Background: an optimization exercise with open tools, aiming at small area and a short achievable clock period. Do not read the settings as production practice.
RTL that was checked went through simulation tests only; none was proved equivalent to the original.
No activity file was given, so power comes from the tool's default toggle rates.

==> wip/delta <==
// dadda_mul_top
module dadda_mul_top
(
    input  logic        clk,
    input  logic        arst_n,
    input  logic [31:0] a,
    input  logic [31:0] b,
    output logic [63:0] y
);
    logic bo0;
    logic bt0;
    logic bn0;
    logic bo1;
    logic bt1;
    logic bn1;
    logic bo2;
    logic bt2;
    logic bn2;
    logic bo3;
    logic bt3;
    logic bn3;
    logic bo4;
    logic bt4;
    logic bn4;
    logic bo5;
    logic bt5;
    logic bn5;
    logic bo6;
    logic bt6;
    logic bn6;
    logic bo7;
    logic bt7;
    logic bn7;
    logic bo8;
    logic bt8;
    logic bn8;
    logic bo9;
    logic bt9;
    logic bn9;
    logic bo10;
    logic bt10;
    logic bn10;
    logic bo11;
    logic bt11;
    logic bn11;
    logic bo12;
    logic bt12;
    logic bn12;
    logic bo13;
    logic bt13;
    logic bn13;
    logic bo14;
    logic bt14;
    logic bn14;
    logic bo15;
    logic bt15;
    logic bn15;
    logic pp1;
    logic pp2;
    logic pp3;
    logic pp4;
    logic pp5;
    logic pp6;
    logic pp7;
    logic pp8;
    logic pp9;
    logic pp10;
    logic pp11;
    logic pp12;
    logic pp13;
    logic pp14;
    logic pp15;
    logic pp16;
    logic pp17;
    logic pp18;
    logic pp19;
    logic pp20;
    logic pp21;
    logic pp22;
    logic pp23;
    logic pp24;
    logic pp25;
    logic pp26;
    logic pp27;
    logic pp28;
    logic pp29;
    logic pp30;
    logic pp31;
    logic pp32;
    logic pp33;
    logic ns34;
    logic pp35;
    logic pp36;
    logic pp37;
    logic pp38;
    logic pp39;
    logic pp40;
    logic pp41;
    logic pp42;
    logic pp43;
    logic pp44;
    logic pp45;
    logic pp46;
    logic pp47;
    logic pp48;
    logic pp49;
    logic pp50;
    logic pp51;
    logic pp52;
    logic pp53;
    logic pp54;
    logic pp55;
    logic pp56;
    logic pp57;
    logic pp58;
    logic pp59;
    logic pp60;
    logic pp61;
  ...
Settings: LEC_CHECK=0, ABC_AREA=1, ABC_CLOCK_PERIOD_IN_PS=22000, CAP_MARGIN=20, CORE_MARGIN=2, CORE_UTILIZATION=40, SLEW_MARGIN=20, SYNTH_HIERARCHICAL=1, SYNTH_MINIMUM_KEEP_SIZE=0; clock period 22.0 ns.
standard.sh (not shown) runs the stock make flow with config.mk's settings and CLKGATE_MAP_FILE= SYNTH_SCRIPT=/design/flow/synth_recipe.tcl, a recipe that flattens the netlist after the stock synthesis.
==> flow/flow/run.sh <==
#!/bin/bash
# standard layout with buf_2 port buffers and the resizer's setup repair aiming for extra slack
set -euo pipefail
bash standard.sh "BUFFER_PORTS_ARGS=-buffer_cell sky130_fd_sc_hd__buf_2" SETUP_SLACK_MARGIN=14.2 finish > standard_make.log 2>&1
==> wip/yarrow (differences from wip/delta) <==
==> flow/flow/run.sh (replaced) <==
#!/bin/bash
# standard layout with buf_2 port buffers; the resizer's setup repair aims for extra slack
# up to clock tree synthesis, and only for the plain constraints after global routing
set -euo pipefail
P="BUFFER_PORTS_ARGS=-buffer_cell sky130_fd_sc_hd__buf_2"
bash standard.sh "$P" SETUP_SLACK_MARGIN=13.9 cts > standard_make_cts.log 2>&1
bash standard.sh "$P" SETUP_SLACK_MARGIN=0 finish > standard_make_finish.log 2>&1
==> wip/cedar (differences from wip/delta) <==
==> flow/flow/run.sh (replaced) <==
#!/bin/bash
# standard layout with buf_2 port buffers and the resizer's setup repair aiming for extra slack
set -euo pipefail
bash standard.sh "BUFFER_PORTS_ARGS=-buffer_cell sky130_fd_sc_hd__buf_2" SETUP_SLACK_MARGIN=13.9 finish > standard_make.log 2>&1
CORE_UTILIZATION = 55   (was 40)
==> wip/garnet (differences from wip/delta) <==
==> flow/flow/run.sh (replaced) <==
#!/bin/bash
# standard layout with buf_2 port buffers and the resizer's setup repair aiming for extra slack
set -euo pipefail
bash standard.sh "BUFFER_PORTS_ARGS=-buffer_cell sky130_fd_sc_hd__buf_2" SETUP_SLACK_MARGIN=13.9 finish > standard_make.log 2>&1
CORE_UTILIZATION = 70   (was 40)
==> summary of the runs <==
Against wip/cedar, the power of wip/yarrow is smaller by 3.5%.
Against wip/yarrow, the core utilization of wip/garnet is higher by 36 points.
Between wip/garnet and wip/cedar, the lower count of clock-buffer cells in the layout is in wip/cedar (gap 3).
In sequential power, wip/delta and wip/cedar hardly differ.
Synthesized cell count is the same in wip/cedar and wip/delta.
Against wip/cedar, the die area of wip/delta is higher by about 37%.
No functional check of the RTL was part of any run of this note.

---

==> v22: inputs <==
dadda_mul_top, a different RTL version from the one above (not shown whole).
==> flow/config.mk <==
export PLATFORM = sky130hd
export DESIGN_NAME = dadda_mul_top
export DESIGN_NICKNAME = dadda_mul_top
export VERILOG_FILES = /design/flow/design.v
export SDC_FILE = /design/flow/constraint.sdc
export NUM_CORES = 4
export LEC_CHECK = 0
export ABC_AREA = 1
export ABC_CLOCK_PERIOD_IN_PS = 22000
export CAP_MARGIN = 20
export CORE_MARGIN = 2
export CORE_UTILIZATION = 40
export CTS_BUF_LIST = sky130_fd_sc_hd__clkbuf_4 sky130_fd_sc_hd__clkbuf_8
export SLEW_MARGIN = 20
export SYNTH_HIERARCHICAL = 1
export SYNTH_MINIMUM_KEEP_SIZE = 0
==> flow/constraint.sdc <==
create_clock -name core_clock -period 22.0 [get_ports {clk}]
set_input_delay 4.4000 -clock core_clock [delete_from_list [all_inputs] [get_ports {clk}]]
set_output_delay 4.4000 -clock core_clock [all_outputs]
set_load 0.01 [all_outputs]
==> flow/flow/run.sh <==
#!/bin/bash
# standard layout with buf_2 port buffers; the resizer's setup repair aims for extra slack
# up to clock tree synthesis, and only for the plain constraints after global routing
set -euo pipefail
P="BUFFER_PORTS_ARGS=-buffer_cell sky130_fd_sc_hd__buf_2"
bash standard.sh "$P" SETUP_SLACK_MARGIN=13.6 cts > standard_make_cts.log 2>&1
bash standard.sh "$P" SETUP_SLACK_MARGIN=0 finish > standard_make_finish.log 2>&1
==> v26 (differences from v22) <==
--- a/flow/design.v
+++ b/flow/design.v
@@ -1725,59 +1725,59 @@
     logic lsc1623;
     logic ls1624;
     logic lsc1625;
     assign bo0 = b[0];
     assign bt0 = b[1] & ~b[0];
     assign bn0 = b[1];
     assign bo1 = b[2] ^ b[1];
     assign bt1 = (b[3] & ~b[2] & ~b[1]) | (~b[3] & b[2] & b[1]);
-    assign bn1 = b[3] & ~(b[2] & b[1]);
+    assign bn1 = (b[3] & ~b[2]) | (b[3] & ~b[1]);
     assign bo2 = b[4] ^ b[3];
     assign bt2 = (b[5] & ~b[4] & ~b[3]) | (~b[5] & b[4] & b[3]);
-    assign bn2 = b[5] & ~(b[4] & b[3]);
+    assign bn2 = (b[5] & ~b[4]) | (b[5] & ~b[3]);
     assign bo3 = b[6] ^ b[5];
     assign bt3 = (b[7] & ~b[6] & ~b[5]) | (~b[7] & b[6] & b[5]);
-    assign bn3 = b[7] & ~(b[6] & b[5]);
+    assign bn3 = (b[7] & ~b[6]) | (b[7] & ~b[5]);
     assign bo4 = b[8] ^ b[7];
     assign bt4 = (b[9] & ~b[8] & ~b[7]) | (~b[9] & b[8] & b[7]);
-    assign bn4 = b[9] & ~(b[8] & b[7]);
+    assign bn4 = (b[9] & ~b[8]) | (b[9] & ~b[7]);
     assign bo5 = b[10] ^ b[9];
     assign bt5 = (b[11] & ~b[10] & ~b[9]) | (~b[11] & b[10] & b[9]);
-    assign bn5 = b[11] & ~(b[10] & b[9]);
+    assign bn5 = (b[11] & ~b[10]) | (b[11] & ~b[9]);
     assign bo6 = b[12] ^ b[11];
     assign bt6 = (b[13] & ~b[12] & ~b[11]) | (~b[13] & b[12] & b[11]);
-    assign bn6 = b[13] & ~(b[12] & b[11]);
+    assign bn6 = (b[13] & ~b[12]) | (b[13] & ~b[11]);
     assign bo7 = b[14] ^ b[13];
     assign bt7 = (b[15] & ~b[14] & ~b[13]) | (~b[15] & b[14] & b[13]);
-    assign bn7 = b[15] & ~(b[14] & b[13]);
+    assign bn7 = (b[15] & ~b[14]) | (b[15] & ~b[13]);
     assign bo8 = b[16] ^ b[15];
     assign bt8 = (b[17] & ~b[16] & ~b[15]) | (~b[17] & b[16] & b[15]);
-    assign bn8 = b[17] & ~(b[16] & b[15]);
+    assign bn8 = (b[17] & ~b[16]) | (b[17] & ~b[15]);
     assign bo9 = b[18] ^ b[17];
     assign bt9 = (b[19] & ~b[18] & ~b[17]) | (~b[19] & b[18] & b[17]);
-    assign bn9 = b[19] & ~(b[18] & b[17]);
+    assign bn9 = (b[19] & ~b[18]) | (b[19] & ~b[17]);
     assign bo10 = b[20] ^ b[19];
     assign bt10 = (b[21] & ~b[20] & ~b[19]) | (~b[21] & b[20] & b[19]);
-    assign bn10 = b[21] & ~(b[20] & b[19]);
+    assign bn10 = (b[21] & ~b[20]) | (b[21] & ~b[19]);
     assign bo11 = b[22] ^ b[21];
     assign bt11 = (b[23] & ~b[22] & ~b[21]) | (~b[23] & b[22] & b[21]);
-    assign bn11 = b[23] & ~(b[22] & b[21]);
+    assign bn11 = (b[23] & ~b[22]) | (b[23] & ~b[21]);
     assign bo12 = b[24] ^ b[23];
     assign bt12 = (b[25] & ~b[24] & ~b[23]) | (~b[25] & b[24] & b[23]);
-    assign bn12 = b[25] & ~(b[24] & b[23]);
+    assign bn12 = (b[25] & ~b[24]) | (b[25] & ~b[23]);
     assign bo13 = b[26] ^ b[25];
     assign bt13 = (b[27] & ~b[26] & ~b[25]) | (~b[27] & b[26] & b[25]);
-    assign bn13 = b[27] & ~(b[26] & b[25]);
+    assign bn13 = (b[27] & ~b[26]) | (b[27] & ~b[25]);
     assign bo14 = b[28] ^ b[27];
     assign bt14 = (b[29] & ~b[28] & ~b[27]) | (~b[29] & b[28] & b[27]);
-    assign bn14 = b[29] & ~(b[28] & b[27]);
+    assign bn14 = (b[29] & ~b[28]) | (b[29] & ~b[27]);
     assign bo15 = b[30] ^ b[29];
     assign bt15 = (b[31] & ~b[30] & ~b[29]) | (~b[31] & b[30] & b[29]);
-    assign bn15 = b[31] & ~(b[30] & b[29]);
+    assign bn15 = (b[31] & ~b[30]) | (b[31] & ~b[29]);
     logic [31:0] bu0;
     assign bu0 = a ^ {32{bn0}};
     assign pp1 = (bo0 & bu0[0]) | (bt0 & bn0);
     assign pp2 = (bo0 & bu0[1]) | (bt0 & bu0[0]);
     assign pp3 = (bo0 & bu0[2]) | (bt0 & bu0[1]);
     assign pp4 = (bo0 & bu0[3]) | (bt0 & bu0[2]);
     assign pp5 = (bo0 & bu0[4]) | (bt0 & bu0[3]);
     assign pp6 = (bo0 & bu0[5]) | (bt0 & bu0[4]);
==> flow/flow/run.sh (replaced) <==
#!/bin/bash
# standard layout with buf_2 port buffers, a clock tree without dummy loads, and the
# resizer's setup repair aiming for extra slack from placement to clock tree synthesis, for a little
# less after global routing, and for the plain constraints in the rest
set -euo pipefail
P="BUFFER_PORTS_ARGS=-buffer_cell sky130_fd_sc_hd__buf_2"
C="CTS_ARGS=-sink_clustering_enable -repair_clock_nets -dont_use_dummy_load -sink_clustering_size 30 -buf_list {sky130_fd_sc_hd__clkbuf_4 sky130_fd_sc_hd__clkbuf_8}"
bash standard.sh "$P" "$C" SETUP_SLACK_MARGIN=0 floorplan > standard_make_fp.log 2>&1
bash standard.sh "$P" "$C" SETUP_SLACK_MARGIN=14.1 cts > standard_make_cts.log 2>&1
bash standard.sh "$P" "$C" SETUP_SLACK_MARGIN=13.9 grt > standard_make_grt.log 2>&1
bash standard.sh "$P" "$C" SETUP_SLACK_MARGIN=0 finish > standard_make_finish.log 2>&1
--- a/flow/config.mk
+++ b/flow/config.mk
@@ -6,11 +6,12 @@
 export NUM_CORES = 4
 export LEC_CHECK = 0
 export ABC_AREA = 1
 export ABC_CLOCK_PERIOD_IN_PS = 22000
 export CAP_MARGIN = 20
 export CORE_MARGIN = 2
 export CORE_UTILIZATION = 40
 export CTS_BUF_LIST = sky130_fd_sc_hd__clkbuf_4 sky130_fd_sc_hd__clkbuf_8
+export PLACE_DENSITY = 0.75
 export SLEW_MARGIN = 20
 export SYNTH_HIERARCHICAL = 1
 export SYNTH_MINIMUM_KEEP_SIZE = 0
==> summary of the runs <==
- Of v26 and v22, v26 has the higher core utilization (gap 0.33 points).
- Between v26 and v22, the lower sequential power is in v26 (gap about 2%, measured against v22).
- Against v22, the via count of v26 is larger by about 0.37%.
- In v22 the setup slack is lower than in v26, by 0.42 ns.

## what the ideal ports hide
The flow's constraints put no driver on any port. The routed layouts listed below were extracted and timed again, unchanged, in two steps. Step 1 (the two cells are an assumption about what drives the block):
set clk [get_ports {clk}]
set_driving_cell -lib_cell sky130_fd_sc_hd__clkbuf_16 $clk
set_driving_cell -lib_cell sky130_fd_sc_hd__buf_2 [delete_from_list [all_inputs] $clk]
Step 2 adds t to the input delays and takes it off the output delays; t is the mean of the earliest and latest rising clock arrival at the registers after step 1. Input paths then give back, and output paths get back, about the clock's delay inside the block. a / b / c = no drivers / after step 1 / after step 2; a / b = the first two.
run	shift t [ns]	setup WS [ns]	worst setup path at the end	slew at the worst register clock pin (ns)	pins driven straight from the clock port
wip/delta	0.555	13.955 / 13.986 / 13.431	input to register	0.07 / 0.07	1
wip/yarrow	0.544	13.763 / 13.795 / 13.251	input to register	0.06 / 0.06	1
wip/cedar	0.552	13.818 / 13.855 / 13.303	input to register	0.07 / 0.07	1
wip/garnet	0.514	13.860 / 13.884 / 13.369	input to register	0.07 / 0.07	1
v22	0.633	13.574 / 13.604 / 12.971	input to register	0.12 / 0.12	1
v26	0.586	13.989 / 13.978 / 13.392	input to register	0.09 / 0.09	1
After both steps setup and hold are still met in every run listed. For v22, which loses most, drivers alone change the setup slack by +0.030 ns; drivers and shift together by -0.603 ns.
